This is an optimization exercise on Yosys and OpenROAD, whose aim is small area, a short achievable clock period and few clock cycles per item, not a production implementation. Where RTL was checked, it was by simulation tests only, not by an equivalence proof against the original.

## red
// trilinear_interp_axis
module trilinear_interp_axis (
    input  logic         clk,
    input  logic         rstn,
    input  logic         in_valid,
    output logic         in_ready,
    input  logic [7:0]   frac_r,
    input  logic [7:0]   frac_g,
    input  logic [7:0]   frac_b,
    input  logic         mode,
    input  logic [7:0]   in_user,
    input  logic [191:0] pt_nbr,
    output logic         out_valid,
    input  logic         out_ready,
    output logic [23:0]  out_pt,
    output logic [7:0]   out_user
);
Size: about 7200 cells after synthesis, ~260 I/O pins, about 92000 µm² of cells after synthesis.
Settings: LEC_CHECK=0, ABC_CLOCK_PERIOD_IN_PS=3200, CAP_MARGIN=20, CORE_MARGIN=2, CORE_UTILIZATION=40, SETUP_SLACK_MARGIN=2.8, SLEW_MARGIN=20, TNS_END_PERCENT=20; clock period 6.0 ns.
run.sh (not shown) runs the stock make flow with config.mk's settings and CLKGATE_MAP_FILE= SYNTH_SCRIPT=/design/flow/synth_recipe.tcl, a recipe that flattens the netlist after the stock synthesis.
--- input diff red..blue ---
# red
export LEC_CHECK = 0
export ABC_CLOCK_PERIOD_IN_PS = 3200
export CAP_MARGIN = 20
export CORE_MARGIN = 2
export CORE_UTILIZATION = 40
export SETUP_SLACK_MARGIN = 2.8
export SLEW_MARGIN = 20
export TNS_END_PERCENT = 20
create_clock -name core_clock -period 6.0 [get_ports {clk}]
# blue
export LEC_CHECK = 0
export ABC_CLOCK_PERIOD_IN_PS = 2900
export CAP_MARGIN = 20
export CORE_MARGIN = 2
export CORE_UTILIZATION = 40
export SETUP_SLACK_MARGIN = 3.1
export SLEW_MARGIN = 20
create_clock -name core_clock -period 6.0 [get_ports {clk}]
==> comparison <==
Relative to red, the first-pass GRT wire length measured on blue has increased by a few percent. blue: no failed stages, no open violations at the end. Summary of the comparison: clock period minus worst slack is higher in blue, relative to red. blue vs. red: placement-stage worst setup slack increased 0.25 ns, hold slack decreased 0.0055 ns.
#### Input delta (green over blue)
# blue
export LEC_CHECK = 0
export ABC_CLOCK_PERIOD_IN_PS = 2900
export CAP_MARGIN = 20
export CORE_MARGIN = 2
export CORE_UTILIZATION = 40
export SETUP_SLACK_MARGIN = 3.1
export SLEW_MARGIN = 20
create_clock -name core_clock -period 6.0 [get_ports {clk}]
# green
export LEC_CHECK = 0
export ABC_CLOCK_PERIOD_IN_PS = 3200
export CAP_MARGIN = 20
export CORE_MARGIN = 2
export CORE_UTILIZATION = 40
export SETUP_SLACK_MARGIN = 2.8
export SLEW_MARGIN = 20
create_clock -name core_clock -period 6.0 [get_ports {clk}]
--- outcome ---
- On area of the multi-input gates, the higher figure sits with blue, not green.
- [compare] base=blue new=green: worst hold margin decreased by 0.0085 ns relative to the old numbers; global-route usage decreased by 0.85 points relative to the old numbers; share of the core filled with cells in the final layout decreased by 2.0 points relative to the old numbers; post-route non-filler standard cell count decreased by 191 relative to the old numbers; sequential fraction of total cell area increased by 1.3 points relative to the old numbers.
No run of this note included a check of the RTL's function; only the layout flow was run.

* * *

## v3
Another version of the RTL of trilinear_interp_axis (not shown whole).
For scale: ~6500 cells after synthesis, about 1700 flip-flops, about 91000 um2 of cells after synthesis.
make LEC_CHECK=0 ABC_CLOCK_PERIOD_IN_PS=3000 CAP_MARGIN=20 CORE_MARGIN=2 CORE_UTILIZATION=40 SETUP_SLACK_MARGIN=3.0 SLEW_MARGIN=20 SYNTH_HIERARCHICAL=1 finish   # period 6.0 ns
v3 finished every step from synthesis to the final layout, and the layout passed the timing, design-rule and antenna checks.
Testbench counts of v3, summed over its fixed seeds: cycles 16,056, items 16,000.
Inputs modified between v3 and v34:
# v3
export LEC_CHECK = 0
export ABC_CLOCK_PERIOD_IN_PS = 3000
export CAP_MARGIN = 20
export CORE_MARGIN = 2
export CORE_UTILIZATION = 40
export SETUP_SLACK_MARGIN = 3.0
export SLEW_MARGIN = 20
export SYNTH_HIERARCHICAL = 1
create_clock -name core_clock -period 6.0 [get_ports {clk}]
# v34
export LEC_CHECK = 0
export ABC_CLOCK_PERIOD_IN_PS = 2800
export CAP_MARGIN = 20
export CORE_MARGIN = 2
export CORE_UTILIZATION = 40
export SETUP_SLACK_MARGIN = 3.2
export SLEW_MARGIN = 20
export SYNTH_HIERARCHICAL = 1
create_clock -name core_clock -period 6.0 [get_ports {clk}]
Notes after the runs:
- Number of cells on the critical path, v34 and v3: larger value in v3
- Summary: slack of the critical path, v34 better than v3
- v3 -> v34: number of setup buffers added after CTS increased by more than 100%
- NOTE highest clock frequency the design can meet v3->v34 increased slightly
- In v34 the non-clock buffer total of the final layout turned out about 30% higher than in v3.
- The flow did not stop early for v34: all stages ran, and the layout cleared the timing, design-rule and antenna checks.
Modified inputs, v20 compared to v34
# v34
export LEC_CHECK = 0
export ABC_CLOCK_PERIOD_IN_PS = 2800
export CAP_MARGIN = 20
export CORE_MARGIN = 2
export CORE_UTILIZATION = 40
export SETUP_SLACK_MARGIN = 3.2
export SLEW_MARGIN = 20
export SYNTH_HIERARCHICAL = 1
create_clock -name core_clock -period 6.0 [get_ports {clk}]
# v20
export LEC_CHECK = 0
export ABC_CLOCK_PERIOD_IN_PS = 2900
export CAP_MARGIN = 20
export CORE_MARGIN = 2
export CORE_UTILIZATION = 40
export SETUP_SLACK_MARGIN = 3.1
export SLEW_MARGIN = 20
export SYNTH_HIERARCHICAL = 1
export TNS_END_PERCENT = 20
create_clock -name core_clock -period 6.0 [get_ports {clk}]
==> flow/flow/run.sh (new file) <==
#!/bin/bash
# The standard layout (the standard.sh, unchanged synthesis and steps), with the
# port buffers that global placement inserts made from the smallest buffer cell.
set -o pipefail
export BUFFER_PORTS_ARGS="-buffer_cell sky130_fd_sc_hd__buf_1"
bash standard.sh 2>&1 | tee standard.log
==> flow/standard.sh (new file) <==
#!/bin/bash
# synth_recipe.tcl (not shown) runs the flow's synth.tcl, then flattens the netlist and writes it again
# the make line also repeats each setting of config.mk as NAME=value (left out here)
make -C /OpenROAD-flow-scripts/flow DESIGN_CONFIG=/design/flow/config.mk WORK_HOME=/design/flow/orfs CLKGATE_MAP_FILE= SYNTH_SCRIPT=/design/flow/synth_recipe.tcl "${@:-finish}"
removed: flow/run.sh
Notes after the runs:
- v20 and v34 all finish clean.
- [compare] base=v34 new=v20: wire length on met3 now smaller, number of clock-tree buffers in the layout rose 18, violation count after the first detailed-routing iteration went down 22.
- Diff v34..v20 | average cell area after synthesis | unchanged
Setup changes, v20 to v21
# v20
export LEC_CHECK = 0
export ABC_CLOCK_PERIOD_IN_PS = 2900
export CAP_MARGIN = 20
export CORE_MARGIN = 2
export CORE_UTILIZATION = 40
export SETUP_SLACK_MARGIN = 3.1
export SLEW_MARGIN = 20
export SYNTH_HIERARCHICAL = 1
export TNS_END_PERCENT = 20
create_clock -name core_clock -period 6.0 [get_ports {clk}]
# v21
export LEC_CHECK = 0
export ABC_CLOCK_PERIOD_IN_PS = 2900
export CAP_MARGIN = 20
export CORE_MARGIN = 2
export CORE_UTILIZATION = 40
export SETUP_SLACK_MARGIN = 3.1
export SLEW_MARGIN = 20
export SYNTH_HIERARCHICAL = 1
create_clock -name core_clock -period 6.0 [get_ports {clk}]
==> flow/run.sh (new file) <==
#!/bin/bash
# synth_recipe.tcl (not shown) runs the flow's synth.tcl, then flattens the netlist and writes it again
# the make line also repeats each setting of config.mk as NAME=value (left out here)
make -C /OpenROAD-flow-scripts/flow DESIGN_CONFIG=/design/flow/config.mk WORK_HOME=/design/flow/orfs CLKGATE_MAP_FILE= SYNTH_SCRIPT=/design/flow/synth_recipe.tcl finish
removed: flow/flow/run.sh
removed: flow/standard.sh
==> run notes <==
Sort v20 and v21 by design area, descending, and v21 comes first.

## re-timing with driven ports
In the flow no input, the clock included, has a driving cell. The finished layouts below were timed again as built, in two steps. Step 1: set_driving_cell puts a clkbuf_16 on clk and a buf_2 on each other input, an assumption about the parent block. Step 2 also shifts input and output timing later by t, the mid clock arrival at the registers, as if the neighbouring blocks saw the same clock. Three values: ideal, step 1, step 2; two values: the first two.
| run | t, ns | setup WS [ns] | hold WS [ns] | latest minus earliest clock arrival (ns) |
|---|---|---|---|---|
| red | 0.898 | 2.724 / 2.724 / 2.186 | 0.324 / 0.324 / 0.324 | 0.054 / 0.054 |
| blue | 0.905 | 2.706 / 2.706 / 2.620 | 0.319 / 0.319 / 0.319 | 0.075 / 0.075 |
| green | 0.895 | 2.745 / 2.745 / 2.493 | 0.310 / 0.310 / 0.310 | 0.074 / 0.074 |
| v3 | 0.889 | 3.012 / 2.996 / 2.729 | 0.285 / 0.285 / 0.285 | 0.079 / 0.079 |
| v34 | 0.909 | 3.041 / 3.020 / 2.770 | 0.310 / 0.310 / 0.310 | 0.081 / 0.082 |
| v20 | 0.913 | 2.976 / 2.968 / 2.804 | 0.324 / 0.279 / 0.324 | 0.084 / 0.084 |
| v21 | 0.901 | 3.064 / 3.026 / 2.857 | 0.313 / 0.313 / 0.313 | 0.064 / 0.065 |
After both steps setup and hold are still met in every run listed. The setup slack of red, which loses most, moves by 0.000 ns with the drivers and by -0.538 ns with both steps.
